Background: an optimization exercise with open tools, aiming at small area and a short achievable clock period. Do not read the settings as production practice.
In this exercise RTL edits were held to simulation tests only and were not proved equivalent to the original.
Power figures rest on the tool's default switching activity, not on a simulated workload.

==> flow/design.v <==
`timescale 1ns/1ps
package ddr2_frontend_pkg;
    localparam logic [2:0] NOP = 3'b000;
    localparam logic [2:0] SCR = 3'b001;
    localparam logic [2:0] SCW = 3'b010;
    localparam logic [2:0] BLR = 3'b011;
    localparam logic [2:0] BLW = 3'b100;
    localparam int WORD_W = 16;
    localparam int DEPTH_LOG2 = 6;
    localparam int COUNT_W = DEPTH_LOG2 + 1;
    localparam logic [COUNT_W-1:0] FILL_LIMIT = 7'd33;
endpackage
`timescale 1ns/1ps
import ddr2_frontend_pkg::*;
module ddr2_sync_fifo
#(
    parameter int WIDTH      = 16,
    parameter int DEPTH_LOG2 = 6
) (
    input  logic               CLK,
    input  logic               RESET,
    input  logic               put_i,
    input  logic               get_i,
    input  logic [WIDTH-1:0]   data_i,
    output logic [WIDTH-1:0]   data_o,
    output logic [COUNT_W-1:0] fillcount_o,
    output logic               full_bar_o,
    output logic               empty_bar_o,
    output logic               do_put_o,
    output logic               do_get_o
);
    localparam int DEPTH = 1 << DEPTH_LOG2;
    logic [WIDTH-1:0]   mem [DEPTH];
    logic [DEPTH-1:0]   rd_row;
    logic [COUNT_W-1:0] count;
    logic               full_bar_q;
    logic               empty_bar_q;
    logic               do_put;
    logic               do_get;
    logic               inc;
    logic               dec;
    assign do_put = put_i && full_bar_q;
    assign do_get = get_i && empty_bar_q;
    assign inc    = do_put && !do_get;
    assign dec    = do_get && !do_put;
    assign full_bar_o  = full_bar_q;
    assign empty_bar_o = empty_bar_q;
    assign fillcount_o = count;
    assign do_put_o    = do_put;
    assign do_get_o    = do_get;
    always_ff @(posedge CLK) begin
        if (do_put) begin
            mem[0] <= data_i;
            for (int i = 1; i < DEPTH; i++) begin
                mem[i] <= mem[i - 1];
            end
        end
    end
    logic [WIDTH-1:0] rd_word;
    always_comb begin
        rd_word = '0;
        for (int i = 0; i < DEPTH; i++) begin
            rd_word = rd_word | (mem[i] & {WIDTH{rd_row[i]}});
        end
    end
    always_ff @(posedge CLK) begin
        if (RESET) begin
            data_o <= '0;
        end else if (do_get) begin
            data_o <= rd_word;
        end
    end
    always_ff @(posedge CLK) begin
        if (RESET) begin
            rd_row      <= DEPTH'(1) << (DEPTH - 1);
            count       <= '0;
            full_bar_q  <= 1'b1;
            empty_bar_q <= 1'b0;
        end else begin
            if (inc) begin
                count       <= count + 1'b1;
                rd_row      <= {rd_row[DEPTH-2:0], rd_row[DEPTH-1]};
                empty_bar_q <= 1'b1;
                full_bar_q  <= (count != COUNT_W'(DEPTH - 1));
            end
            if (dec) begin
                count       <= count - 1'b1;
                rd_row      <= {rd_row[0], rd_row[DEPTH-1:1]};
                full_bar_q  <= 1'b1;
                empty_bar_q <= (count != COUNT_W'(1));
            end
        end
    end
endmodule
`timescale 1ns/1ps
import ddr2_frontend_pkg::*;
module ddr2_host_queues
#(
    parameter int CMD_W = 31
) (
    input  logic               CLK,
    input  logic               RESET,
    input  logic               cmd_put_i,
    input  logic [CMD_W-1:0]   cmd_entry_i,
    input  logic               put_data_i,
    input  logic [WORD_W-1:0]  din_i,
    output logic [COUNT_W-1:0] fillcount_o,
    output logic               notfull_o,
    input  logic               cmd_get_i,
    input  logic               data_get_i,
    output logic               cmd_valid_o,
    output logic [CMD_W-1:0]   cmd_entry_o,
    output logic               data_valid_o,
    output logic [WORD_W-1:0]  data_word_o
);
    logic cmd_accept;
    logic notfull_q;
    logic cmd_do_put, cmd_do_get;
    logic dat_do_put, dat_do_get;
    logic cmd_full_bar, data_full_bar;
    logic [COUNT_W-1:0] cmd_count;
    assign notfull_o  = notfull_q;
    assign cmd_accept = cmd_put_i && notfull_q;
    ddr2_sync_fifo #(
        .WIDTH      (CMD_W),
        .DEPTH_LOG2 (DEPTH_LOG2)
    ) u_cmd_fifo (
        .CLK         (CLK),
        .RESET       (RESET),
        .put_i       (cmd_accept),
        .get_i       (cmd_get_i),
        .data_i      (cmd_entry_i),
        .data_o      (cmd_entry_o),
        .fillcount_o (cmd_count),
        .full_bar_o  (cmd_full_bar),
        .empty_bar_o (cmd_valid_o),
        .do_put_o    (cmd_do_put),
        .do_get_o    (cmd_do_get)
    );
    ddr2_sync_fifo #(
        .WIDTH      (WORD_W),
        .DEPTH_LOG2 (DEPTH_LOG2)
    ) u_data_fifo (
        .CLK         (CLK),
        .RESET       (RESET),
        .put_i       (put_data_i),
        .get_i       (data_get_i),
        .data_i      (din_i),
        .data_o      (data_word_o),
        .fillcount_o (fillcount_o),
        .full_bar_o  (data_full_bar),
        .empty_bar_o (data_valid_o),
        .do_put_o    (dat_do_put),
        .do_get_o    (dat_do_get)
    );
    logic d_lt33_next;
    logic c_nf_next;
    always_comb begin
        case ({dat_do_put, dat_do_get})
            2'b10:   d_lt33_next = (fillcount_o < 7'd32);
            2'b01:   d_lt33_next = (fillcount_o < 7'd34);
            default: d_lt33_next = (fillcount_o < 7'd33);
        endcase
        case ({cmd_do_put, cmd_do_get})
            2'b10:   c_nf_next = (cmd_count != 7'd63) && (cmd_count != 7'd64);
            2'b01:   c_nf_next = 1'b1;
            default: c_nf_next = (cmd_count != 7'd64);
        endcase
    end
    always_ff @(posedge CLK) begin
        if (RESET) notfull_q <= 1'b1;
        else       notfull_q <= d_lt33_next && c_nf_next;
    end
endmodule
`timescale 1ns/1ps
import ddr2_frontend_pkg::*;
module ddr2_return_path
#(
    parameter int ADDR_WIDTH = 25
) (
    input  logic                  CLK,
    input  logic                  RESET,
    input  logic                  put_return_i,
    input  logic [ADDR_WIDTH-1:0] return_addr_i,
    input  logic [WORD_W-1:0]     return_data_i,
    input  logic                  fetching_i,
    output logic [WORD_W-1:0]     dout_o,
    output logic [ADDR_WIDTH-1:0] raddr_o,
    output logic                  validout_o,
    output logic                  notfull_o,
    output logic [COUNT_W-1:0]    fillcount_o
);
    localparam int ENTRY_W = ADDR_WIDTH + WORD_W;
    logic [ENTRY_W-1:0] head_bits;
    logic               empty_bar;
    logic               pop;
    ddr2_sync_fifo #(
        .WIDTH      (ENTRY_W),
        .DEPTH_LOG2 (DEPTH_LOG2)
    ) u_return_fifo (
        .CLK         (CLK),
        .RESET       (RESET),
        .put_i       (put_return_i),
        .get_i       (fetching_i),
        .data_i      ({return_addr_i, return_data_i}),
        .data_o      (head_bits),
        .fillcount_o (fillcount_o),
        .full_bar_o  (notfull_o),
        .empty_bar_o (empty_bar),
        .do_put_o    (),
        .do_get_o    (pop)
    );
    assign dout_o  = head_bits[WORD_W-1:0];
    assign raddr_o = head_bits[ENTRY_W-1:WORD_W];
    always_ff @(posedge CLK) begin
        if (RESET) validout_o <= 1'b0;
        else       validout_o <= pop;
    end
endmodule
`timescale 1ns/1ps
module ddr2_rank_select #(
    parameter int RANK_BITS = 1
) (
    input  logic                       init_ready_i,
    input  logic                       csbar_i,
    input  logic [RANK_BITS-1:0]       cur_rank_i,
    output logic [(1<<RANK_BITS)-1:0]  csbar_o
);
    localparam int NUM_RANKS = 1 << RANK_BITS;
    always_comb begin
        for (int r = 0; r < NUM_RANKS; r++) begin
            csbar_o[r] = csbar_i | (init_ready_i & (cur_rank_i != RANK_BITS'(r)));
        end
    end
endmodule
`timescale 1ns/1ps
import ddr2_frontend_pkg::*;
module ddr2_frontend
#(
    parameter int ADDR_WIDTH = 25,
    parameter int RANK_BITS  = 1
) (
    input  logic                       CLK,
    input  logic                       RESET,
    input  logic [2:0]                 cmd_i,
    input  logic [1:0]                 sz_i,
    input  logic [ADDR_WIDTH-1:0]      addr_i,
    input  logic [RANK_BITS-1:0]       rank_i,
    input  logic                       cmd_put_i,
    input  logic [15:0]                din_i,
    input  logic                       put_data_i,
    input  logic                       fetching_i,
    output logic [15:0]                dout_o,
    output logic [ADDR_WIDTH-1:0]      raddr_o,
    output logic [6:0]                 fillcount_o,
    output logic                       validout_o,
    output logic                       notfull_o,
    input  logic                       be_get_cmd_i,
    output logic                       be_cmd_valid_o,
    output logic [2:0]                 be_cmd_o,
    output logic [1:0]                 be_sz_o,
    output logic [ADDR_WIDTH-1:0]      be_addr_o,
    output logic [RANK_BITS-1:0]       be_rank_o,
    input  logic                       be_get_data_i,
    output logic                       be_data_valid_o,
    output logic [15:0]                be_data_o,
    input  logic                       be_put_return_i,
    input  logic [ADDR_WIDTH-1:0]      be_return_addr_i,
    input  logic [15:0]                be_return_data_i,
    output logic                       be_return_notfull_o,
    output logic [6:0]                 be_return_fillcount_o,
    input  logic                       init_ready_i,
    input  logic                       csbar_i,
    output logic [(1<<RANK_BITS)-1:0]  csbar_o
);
    localparam int CMD_W = ADDR_WIDTH + 3 + 2 + RANK_BITS;
    logic [CMD_W-1:0] host_cmd;
    logic [CMD_W-1:0] cmd_head;
    assign host_cmd = {addr_i, cmd_i, sz_i, rank_i};
    assign be_addr_o = cmd_head[CMD_W-1 -: ADDR_WIDTH];
    assign be_cmd_o  = cmd_head[RANK_BITS+2 +: 3];
    assign be_sz_o   = cmd_head[RANK_BITS +: 2];
    assign be_rank_o = cmd_head[RANK_BITS-1:0];
    ddr2_host_queues #(
        .CMD_W (CMD_W)
    ) u_host_queues (
        .CLK          (CLK),
        .RESET        (RESET),
        .cmd_put_i    (cmd_put_i),
        .cmd_entry_i  (host_cmd),
        .put_data_i   (put_data_i),
        .din_i        (din_i),
        .fillcount_o  (fillcount_o),
        .notfull_o    (notfull_o),
        .cmd_get_i    (be_get_cmd_i),
        .data_get_i   (be_get_data_i),
        .cmd_valid_o  (be_cmd_valid_o),
        .cmd_entry_o  (cmd_head),
        .data_valid_o (be_data_valid_o),
        .data_word_o  (be_data_o)
    );
    ddr2_return_path #(
        .ADDR_WIDTH (ADDR_WIDTH)
    ) u_return_path (
        .CLK           (CLK),
        .RESET         (RESET),
        .put_return_i  (be_put_return_i),
        .return_addr_i (be_return_addr_i),
        .return_data_i (be_return_data_i),
        .fetching_i    (fetching_i),
        .dout_o        (dout_o),
        .raddr_o       (raddr_o),
        .validout_o    (validout_o),
        .notfull_o     (be_return_notfull_o),
        .fillcount_o   (be_return_fillcount_o)
    );
    ddr2_rank_select #(
        .RANK_BITS (RANK_BITS)
    ) u_rank_select (
        .init_ready_i (init_ready_i),
        .csbar_i      (csbar_i),
        .cur_rank_i   (be_rank_o),
        .csbar_o      (csbar_o)
    );
endmodule
clock: 3.8 ns
lec_check: 0
cap_margin: 20
core_margin: 2
core_utilization: 65
cts_cluster_diameter: 80
cts_cluster_size: 24
setup_slack_margin: 1.55
slew_margin: 50
run.sh (not shown) runs the stock make flow with config.mk's settings and CLKGATE_MAP_FILE= SYNTH_SCRIPT=/design/flow/synth_recipe.tcl, a recipe that flattens the netlist after the stock synthesis.
Change:
--- a/flow/design.v
+++ b/flow/design.v
@@ -28,12 +28,15 @@
     output logic               empty_bar_o,
     output logic               do_put_o,
     output logic               do_get_o
 );
     localparam int DEPTH = 1 << DEPTH_LOG2;
+    localparam int NLO   = 16;
+    localparam int NHI   = DEPTH / NLO;
     logic [WIDTH-1:0]   mem [DEPTH];
-    logic [DEPTH-1:0]   rd_row;
+    logic [NLO-1:0]     wr_lo, rd_lo;
+    logic [NHI-1:0]     wr_hi, rd_hi;
     logic [COUNT_W-1:0] count;
     logic               full_bar_q;
     logic               empty_bar_q;
     logic               do_put;
     logic               do_get;
@@ -46,23 +49,35 @@
     assign full_bar_o  = full_bar_q;
     assign empty_bar_o = empty_bar_q;
     assign fillcount_o = count;
     assign do_put_o    = do_put;
     assign do_get_o    = do_get;
+    logic [DEPTH-1:0] wr_row;
+    always_comb begin
+        for (int i = 0; i < DEPTH; i++) begin
+            wr_row[i] = wr_hi[i / NLO] && wr_lo[i % NLO];
+        end
+    end
     always_ff @(posedge CLK) begin
-        if (do_put) begin
-            mem[0] <= data_i;
-            for (int i = 1; i < DEPTH; i++) begin
-                mem[i] <= mem[i - 1];
+        for (int i = 0; i < DEPTH; i++) begin
+            if (do_put && wr_row[i]) begin
+                mem[i] <= data_i;
             end
         end
     end
+    logic [WIDTH-1:0] grp [NHI];
     logic [WIDTH-1:0] rd_word;
     always_comb begin
+        for (int g = 0; g < NHI; g++) begin
+            grp[g] = '0;
+            for (int k = 0; k < NLO; k++) begin
+                grp[g] = grp[g] | (mem[g * NLO + k] & {WIDTH{rd_lo[k]}});
+            end
+        end
         rd_word = '0;
-        for (int i = 0; i < DEPTH; i++) begin
-            rd_word = rd_word | (mem[i] & {WIDTH{rd_row[i]}});
+        for (int g = 0; g < NHI; g++) begin
+            rd_word = rd_word | (grp[g] & {WIDTH{rd_hi[g]}});
         end
     end
     always_ff @(posedge CLK) begin
         if (RESET) begin
             data_o <= '0;
@@ -70,24 +85,33 @@
             data_o <= rd_word;
         end
     end
     always_ff @(posedge CLK) begin
         if (RESET) begin
-            rd_row      <= DEPTH'(1) << (DEPTH - 1);
+            wr_lo       <= NLO'(1);
+            wr_hi       <= NHI'(1);
+            rd_lo       <= NLO'(1);
+            rd_hi       <= NHI'(1);
             count       <= '0;
             full_bar_q  <= 1'b1;
             empty_bar_q <= 1'b0;
         end else begin
+            if (do_put) begin
+                wr_lo <= {wr_lo[NLO-2:0], wr_lo[NLO-1]};
+                if (wr_lo[NLO-1]) wr_hi <= {wr_hi[NHI-2:0], wr_hi[NHI-1]};
+            end
+            if (do_get) begin
+                rd_lo <= {rd_lo[NLO-2:0], rd_lo[NLO-1]};
+                if (rd_lo[NLO-1]) rd_hi <= {rd_hi[NHI-2:0], rd_hi[NHI-1]};
+            end
+            if (inc) count <= count + 1'b1;
+            if (dec) count <= count - 1'b1;
             if (inc) begin
-                count       <= count + 1'b1;
-                rd_row      <= {rd_row[DEPTH-2:0], rd_row[DEPTH-1]};
                 empty_bar_q <= 1'b1;
                 full_bar_q  <= (count != COUNT_W'(DEPTH - 1));
             end
             if (dec) begin
-                count       <= count - 1'b1;
-                rd_row      <= {rd_row[0], rd_row[DEPTH-1:1]};
                 full_bar_q  <= 1'b1;
                 empty_bar_q <= (count != COUNT_W'(1));
             end
         end
     end
What happened: The new run completed without violations. Synthesized area decreases slightly. Power decreases by a little under a tenth. Fmax decreases by a little under a tenth. Die area decreases slightly. Cell area increases by a few percent. Clock-buffer cell count decreases by 61.

## separate check: timing with driven ports
No port has a modelled driver above. Below, the same layouts with a new extraction and two added sets of constraints.
Step 1, drivers: a clkbuf_16 drives CLK and a buf_2 each remaining input, both assumed.
Step 2 moves the port delays by t, midway between the first and last clock arrival at a register: inputs arrive t later, outputs are due t later. That takes back most of the time a late clock gives input paths.
Three values: ideal ports, drivers, drivers and shift; two values: the first two.
run | shift t [ns] | setup WS [ns] | worst setup path at the end
the first run | 1.078 | 1.354 / 1.235 / 0.538 | input to register
the second run | 1.048 | 1.168 / 1.168 / 0.733 | input to register
After both steps setup and hold are still met in every run listed. The setup slack of the first run, which loses most, moves by -0.119 ns with the drivers and by -0.816 ns with both steps.
